Background: an optimization exercise with open tools, aiming at small area, a short achievable clock period and few clock cycles per item. Do not read the settings as production practice. In this exercise RTL edits were held to simulation tests only and were not proved equivalent to the original.

== old ==
## seq_operator_unit
module seq_operator_unit (
    input  logic        clk,
    input  logic        rst,
    input  logic        in_valid,
    output logic        in_ready,
    input  logic [3:0]  op,
    input  logic        is_signed,
    input  logic [31:0] a,
    input  logic [31:0] b,
    output logic        out_valid,
    input  logic        out_ready,
    output logic [31:0] result,
    output logic        div_by_zero
);
clock: 9.5 ns
lec_check: 0
cap_margin: 20
cell_pad_in_sites_detail_placement: 1
core_margin: 2
core_utilization: 40
setup_slack_margin: 5
slew_margin: 20
run.sh (not shown) runs the stock make flow with config.mk's settings and CLKGATE_MAP_FILE= SYNTH_SCRIPT=/design/flow/synth_recipe.tcl, a recipe that flattens the netlist after the stock synthesis.
Testbench counts of old, summed over its fixed seeds: cycles 6,474, items 3,200.
The inputs of new differ from those of old as listed below.
# old
export LEC_CHECK = 0
export CAP_MARGIN = 20
export CELL_PAD_IN_SITES_DETAIL_PLACEMENT = 1
export CORE_MARGIN = 2
export CORE_UTILIZATION = 40
export SETUP_SLACK_MARGIN = 5
export SLEW_MARGIN = 20
create_clock -name core_clock -period 9.5 [get_ports {clk}]
# new
export LEC_CHECK = 0
export CAP_MARGIN = 20
export CORE_MARGIN = 2
export CORE_UTILIZATION = 40
export SETUP_SLACK_MARGIN = 5
export SLEW_MARGIN = 20
create_clock -name core_clock -period 9.5 [get_ports {clk}]
## What came out
new against old: flip-flop and latch count about even; number of logic inverters in the finished layout fell 1; final area fell 0.38%; first-iteration DRC count rose about 6%; non-clock buffering overhead in the final layout fell 0.20 points.
Changes observed in new relative to old: via count of the first global-routing pass went down 2078; core utilization of the finished layout moved down.
Side by side, total area of multi-input combinational cells turned out lower in new than in old.
Fraction of layout cells with a size suffix above 1 in new is 0.62 points below old.
The via count reported for new is lower than the one for old.

* * *

The RTL this note starts from:
==> flow/design.v <==
module seq_operator_unit (
    input  logic        clk,
    input  logic        rst,
    input  logic        in_valid,
    output logic        in_ready,
    input  logic [3:0]  op,
    input  logic        is_signed,
    input  logic [31:0] a,
    input  logic [31:0] b,
    output logic        out_valid,
    input  logic        out_ready,
    output logic [31:0] result,
    output logic        div_by_zero
);
    localparam logic [3:0] OP_ADD  = 4'd0,  OP_SUB  = 4'd1,  OP_MUL  = 4'd2,  OP_DIV  = 4'd3,
                           OP_MOD  = 4'd4,  OP_AND  = 4'd5,  OP_OR   = 4'd6,  OP_XOR  = 4'd7,
                           OP_XNOR = 4'd8,  OP_SHL  = 4'd9,  OP_SHR  = 4'd10, OP_ASHR = 4'd11,
                           OP_RAND = 4'd12, OP_ROR  = 4'd13, OP_RXOR = 4'd14, OP_LT   = 4'd15;
    localparam logic [1:0] S_EXEC = 2'd0,   
                           S_MUL  = 2'd1,   
                           S_ITER = 2'd2,   
                           S_FIX  = 2'd3;   
    logic        xv;
    logic [1:0]  xst;
    logic [3:0]  xop;
    logic        xsg;
    logic        xsub;      
    logic        fin;       
    logic [31:0] r1, r2, r3;
    logic [31:0] rc;        
    logic [7:0]  mb;        
    logic        negq, negr;
    logic        fdz;       
    logic [4:0]  cnt;
    logic [6:0]  dd;        
    logic        yv, zv;
    logic [31:0] yres;
    logic        ydz, zdz;
    function automatic logic [31:0] rev32(input logic [31:0] v);
        for (int i = 0; i < 32; i++) rev32[i] = v[31-i];
    endfunction
    function automatic logic [5:0] lzc32(input logic [31:0] x);
        logic [15:0] z1; logic [15:0] c1;
        logic [7:0]  z2; logic [7:0][1:0] c2;
        logic [3:0]  z3; logic [3:0][2:0] c3;
        logic [1:0]  z4; logic [1:0][3:0] c4;
        logic        z5; logic [4:0] c5;
        for (int g = 0; g < 16; g++) begin
            z1[g] = ~(x[2*g+1] | x[2*g]);
            c1[g] = ~x[2*g+1];
        end
        for (int g = 0; g < 8; g++) begin
            z2[g] = z1[2*g+1] & z1[2*g];
            c2[g] = z1[2*g+1] ? {1'b1, c1[2*g]} : {1'b0, c1[2*g+1]};
        end
        for (int g = 0; g < 4; g++) begin
            z3[g] = z2[2*g+1] & z2[2*g];
            c3[g] = z2[2*g+1] ? {1'b1, c2[2*g]} : {1'b0, c2[2*g+1]};
        end
        for (int g = 0; g < 2; g++) begin
            z4[g] = z3[2*g+1] & z3[2*g];
            c4[g] = z3[2*g+1] ? {1'b1, c3[2*g]} : {1'b0, c3[2*g+1]};
        end
        z5 = z4[1] & z4[0];
        c5 = z4[1] ? {1'b1, c4[0]} : {1'b0, c4[1]};
        lzc32 = z5 ? 6'd32 : {1'b0, c5};
    endfunction
    function automatic logic [5:0] lz_mag(input logic [31:0] v, input logic neg);
        logic [31:0] t;
        logic        p2;
        t  = neg ? ~v : v;
        p2 = ((v[30:0] & ~v[31:1]) == 31'd0);
        lz_mag = lzc32(t) - {5'd0, neg && p2};
    endfunction
    wire is_div   = (xop == OP_DIV) || (xop == OP_MOD);
    wire is_divop = (xop == OP_DIV);
    wire is_mul   = (xop == OP_MUL);
    wire        do_sub = xsub;
    wire [32:0] addsum = {1'b0, r1} + {1'b0, r2 ^ {32{do_sub}}} + {32'd0, do_sub};
    wire        borrow = ~addsum[32];
    wire        lt     = (xsg && (r1[31] != r2[31])) ? r1[31] : borrow;
    wire        q_zero  = dd[6];
    wire [4:0]  d_amt   = q_zero ? 5'd0 : dd[4:0];
    wire        al_mode = (xst == S_EXEC) && is_div;
    wire        big_sh  = !al_mode && (|r2[31:5]);
    wire        sh_l    = (xop == OP_SHL) || al_mode;
    wire        fill    = (xop == OP_ASHR) && xsg && r1[31];
    wire [31:0] sh_src  = al_mode ? r2 : r1;
    wire [4:0]  sh_amt  = al_mode ? d_amt : r2[4:0];
    wire [31:0] sh_in   = sh_l ? rev32(sh_src) : sh_src;
    wire [63:0] sh_w    = {{32{fill}}, sh_in} >> sh_amt;
    wire [31:0] sh_r    = big_sh ? {32{fill}} : sh_w[31:0];
    wire [31:0] sh_out  = sh_l ? rev32(sh_r) : sh_r;
    logic [31:0] alu_res;
    always_comb begin
        case (xop)
            OP_ADD, OP_SUB: alu_res = addsum[31:0];
            OP_AND:  alu_res = r1 & r2;
            OP_OR:   alu_res = r1 | r2;
            OP_XOR:  alu_res = r1 ^ r2;
            OP_XNOR: alu_res = ~(r1 ^ r2);
            OP_SHL, OP_SHR, OP_ASHR: alu_res = sh_out;
            OP_RAND: alu_res = {31'd0, &r1};
            OP_ROR:  alu_res = {31'd0, |r1};
            OP_RXOR: alu_res = {31'd0, ^r1};
            OP_LT:   alu_res = {31'd0, lt};
            default: alu_res = 32'd0;
        endcase
    end
    function automatic logic [63:0] csa(input logic [31:0] x, input logic [31:0] y, input logic [31:0] z);
        csa = {((x & y) | (z & (x ^ y))) << 1, x ^ y ^ z};
    endfunction
    logic [31:0] ms, mc;
    always_comb begin
        logic [31:0] o [0:9];
        logic [63:0] t0, t1, t2, t3, t4, t5, t6, t7;
        for (int i = 0; i < 8; i++) o[i] = (r1 << i) & {32{mb[i]}};
        o[8] = r3;
        o[9] = rc;
        t0 = csa(o[0], o[1], o[2]);
        t1 = csa(o[3], o[4], o[5]);
        t2 = csa(o[6], o[7], o[8]);
        t3 = csa(t0[31:0], t0[63:32], t1[31:0]);
        t4 = csa(t1[63:32], t2[31:0], t2[63:32]);
        t5 = csa(t3[31:0], t3[63:32], t4[31:0]);
        t6 = csa(t5[31:0], t5[63:32], t4[63:32]);
        t7 = csa(t6[31:0], t6[63:32], o[9]);
        ms = t7[31:0];
        mc = t7[63:32];
    end
    wire mul_last = (r2[31:8] == 24'd0);
    wire in_div  = (op == OP_DIV) || (op == OP_MOD);
    wire in_mul  = (op == OP_MUL);
    wire in_bnz  = (b != 32'd0);
    wire a_sg    = is_signed && a[31];
    wire b_sg    = is_signed && b[31];
    wire a_neg   = in_div && a_sg;
    wire b_neg   = in_div && b_sg;
    wire [6:0] in_dd = {1'b0, lz_mag(b, b_sg)} - {1'b0, lz_mag(a, a_sg)};
    wire        b_zero   = (r2 == 32'd0);
    wire        ge       = ~borrow;               
    wire [31:0] rem_nx   = ge ? addsum[31:0] : r1;
    wire        last1    = (cnt == 5'd0);
    wire        it_last  = last1;
    wire [31:0] quo_nx   = {r3[30:0], ge};
    wire [31:0] rem_fin  = rem_nx;
    wire        need_fix = is_divop ? negq : negr;
    logic [31:0] x_oth;
    logic        x_dz;
    always_comb begin
        x_oth = alu_res;
        x_dz  = 1'b0;
        case (xst)
            S_EXEC: begin
                if (is_div) begin
                    x_oth = is_divop ? 32'hFFFF_FFFF : r1;
                    x_dz  = 1'b1;
                end
            end
            S_ITER:  x_oth = is_divop ? quo_nx : rem_fin;
            S_FIX: begin
                x_oth = addsum[31:0];
                x_dz  = fdz;
            end
            default: ;
        endcase
    end
    wire in_fin = in_mul ? 1'b0 : (in_div ? (!in_bnz && !((op == OP_MOD) && a_sg)) : 1'b1);
    logic fin_nx;
    always_comb begin
        case (xst)
            S_EXEC, S_MUL: fin_nx = is_mul ? mul_last : (b_zero || ((d_amt == 5'd0) && !need_fix));
            S_ITER:        fin_nx = it_last || ((cnt == 5'd1) && !need_fix);
            default:       fin_nx = 1'b1;
        endcase
    end
    wire x_done = xv && fin && !zv;
    wire x_step = xv && !fin && !zv;
    assign in_ready = !xv || x_done;
    wire push   = x_done;
    wire y_load = !yv || out_ready;
    always_ff @(posedge clk or posedge rst) begin
        if (rst) begin
            xv  <= 1'b0;
            xst <= S_EXEC;
            fin <= 1'b0;
        end else if (in_ready) begin
            xv  <= in_valid;
            xst <= S_EXEC;
            fin <= in_fin;
        end else if (x_step) begin
            fin <= fin_nx;
            case (xst)
                S_EXEC, S_MUL: xst <= is_mul ? (mul_last ? S_FIX : S_MUL) : (b_zero ? S_FIX : S_ITER);
                S_ITER:  xst <= it_last ? S_FIX : S_ITER;
                default: xst <= xst;
            endcase
        end
    end
    always_ff @(posedge clk) begin
        if (in_ready) begin
            xop  <= op;
            xsg  <= is_signed;
            xsub <= (op == OP_SUB) || (op == OP_LT) || in_div;
            r1   <= a_neg ? -a : a;
            r2   <= b_neg ? -b : b;
            mb   <= b[7:0];
            rc   <= 32'd0;
            dd   <= in_dd;
            negq <= a_neg ^ b_neg;
            negr <= a_neg;
            fdz  <= 1'b0;
        end else if (x_step) begin
            case (xst)
                S_EXEC, S_MUL: begin
                    if (is_mul) begin
                        if (mul_last) begin
                            r1 <= ms;
                            r2 <= mc;
                        end else begin
                            r1 <= r1 << 8;
                            r2 <= r2 >> 8;
                            mb <= r2[15:8];
                        end
                        rc <= mc;
                    end else if (b_zero) begin
                        r1  <= 32'd0;
                        r2  <= r1;
                        fdz <= 1'b1;
                    end else begin
                        r2  <= sh_out;
                        cnt <= d_amt;
                    end
                end
                S_ITER: begin
                    if (it_last) begin
                        r1 <= 32'd0;
                        r2 <= is_divop ? quo_nx : rem_fin;
                    end else begin
                        r1 <= rem_nx;
                        r2 <= r2 >> 1;
                    end
                    cnt <= cnt - 5'd1;
                end
                default: ;
            endcase
        end
    end
    always_ff @(posedge clk) begin
        if (push && !y_load) begin
            r3  <= x_oth;
            zdz <= x_dz;
        end else if (zv ? y_load : in_ready) begin
            r3 <= 32'd0;
        end else if (x_step) begin
            if (xst == S_ITER) r3 <= quo_nx;
            else if (is_mul)   r3 <= ms;
        end
    end
    always_ff @(posedge clk or posedge rst) begin
        if (rst) begin
            yv <= 1'b0;
            zv <= 1'b0;
        end else if (y_load) begin
            yv <= zv || push;
            zv <= 1'b0;
        end else if (push) begin
            zv <= 1'b1;
        end
    end
    always_ff @(posedge clk) begin
        if (y_load) begin
            yres <= zv ? r3 : x_oth;
            ydz  <= zv ? zdz : x_dz;
        end
    end
    assign out_valid   = yv;
    assign result      = yres;
    assign div_by_zero = ydz;
endmodule
clock: 9.5 ns
lec_check: 0
cap_margin: 20
cell_pad_in_sites_detail_placement: 1
core_margin: 2
core_utilization: 40
setup_slack_margin: 5
slew_margin: 20
tns_end_percent: 5
Testbench counts at the start, summed over its fixed seeds: cycles 6,480, items 3,200.
==> next run, changes <==
- CELL_PAD_IN_SITES_DETAIL_PLACEMENT: 1 -> not set
- TNS_END_PERCENT: 5 -> not set
Result: Final area came out higher by 2.3%; utilization came out higher by 1.1 points; synthesized area does not change; clock-buffer cell count came out lower by 5; die area is unchanged; flip-flop and latch count stays the same; final cell count came out higher by 0.93%; worst hold slack barely changes.

re-timing with driven ports:
The results above use ideal ports. As a check the final layouts listed here were re-extracted and re-timed, cells and wires unchanged.
Step 1: set_driving_cell puts a clkbuf_16 on clk and a buf_2 on each other input, an assumption about the parent block.
Step 2 times the ports against the registers' clock, not the clock port: input delays grow and output delays shrink by t, the midpoint of the rising clock arrivals with the driver on.
Three values: ideal ports, drivers, drivers and shift; two values: the first two.
| run | t (ns) | setup WS [ns] | worst setup path after step 2 |
|---|---|---|---|
| old | 0.583 | 4.770 / 4.770 / 4.404 | input to register |
| new | 0.581 | 4.793 / 4.793 / 4.423 | input to register |
| the first run of note 2 | 0.597 | 4.751 / 4.751 / 4.303 | input to register |
| the second run of note 2 | 0.599 | 4.847 / 4.847 / 4.475 | input to register |
After both steps setup and hold are still met in every run listed. The setup slack of the first run of note 2, which loses most, moves by 0.000 ns with the drivers and by -0.448 ns with both steps.
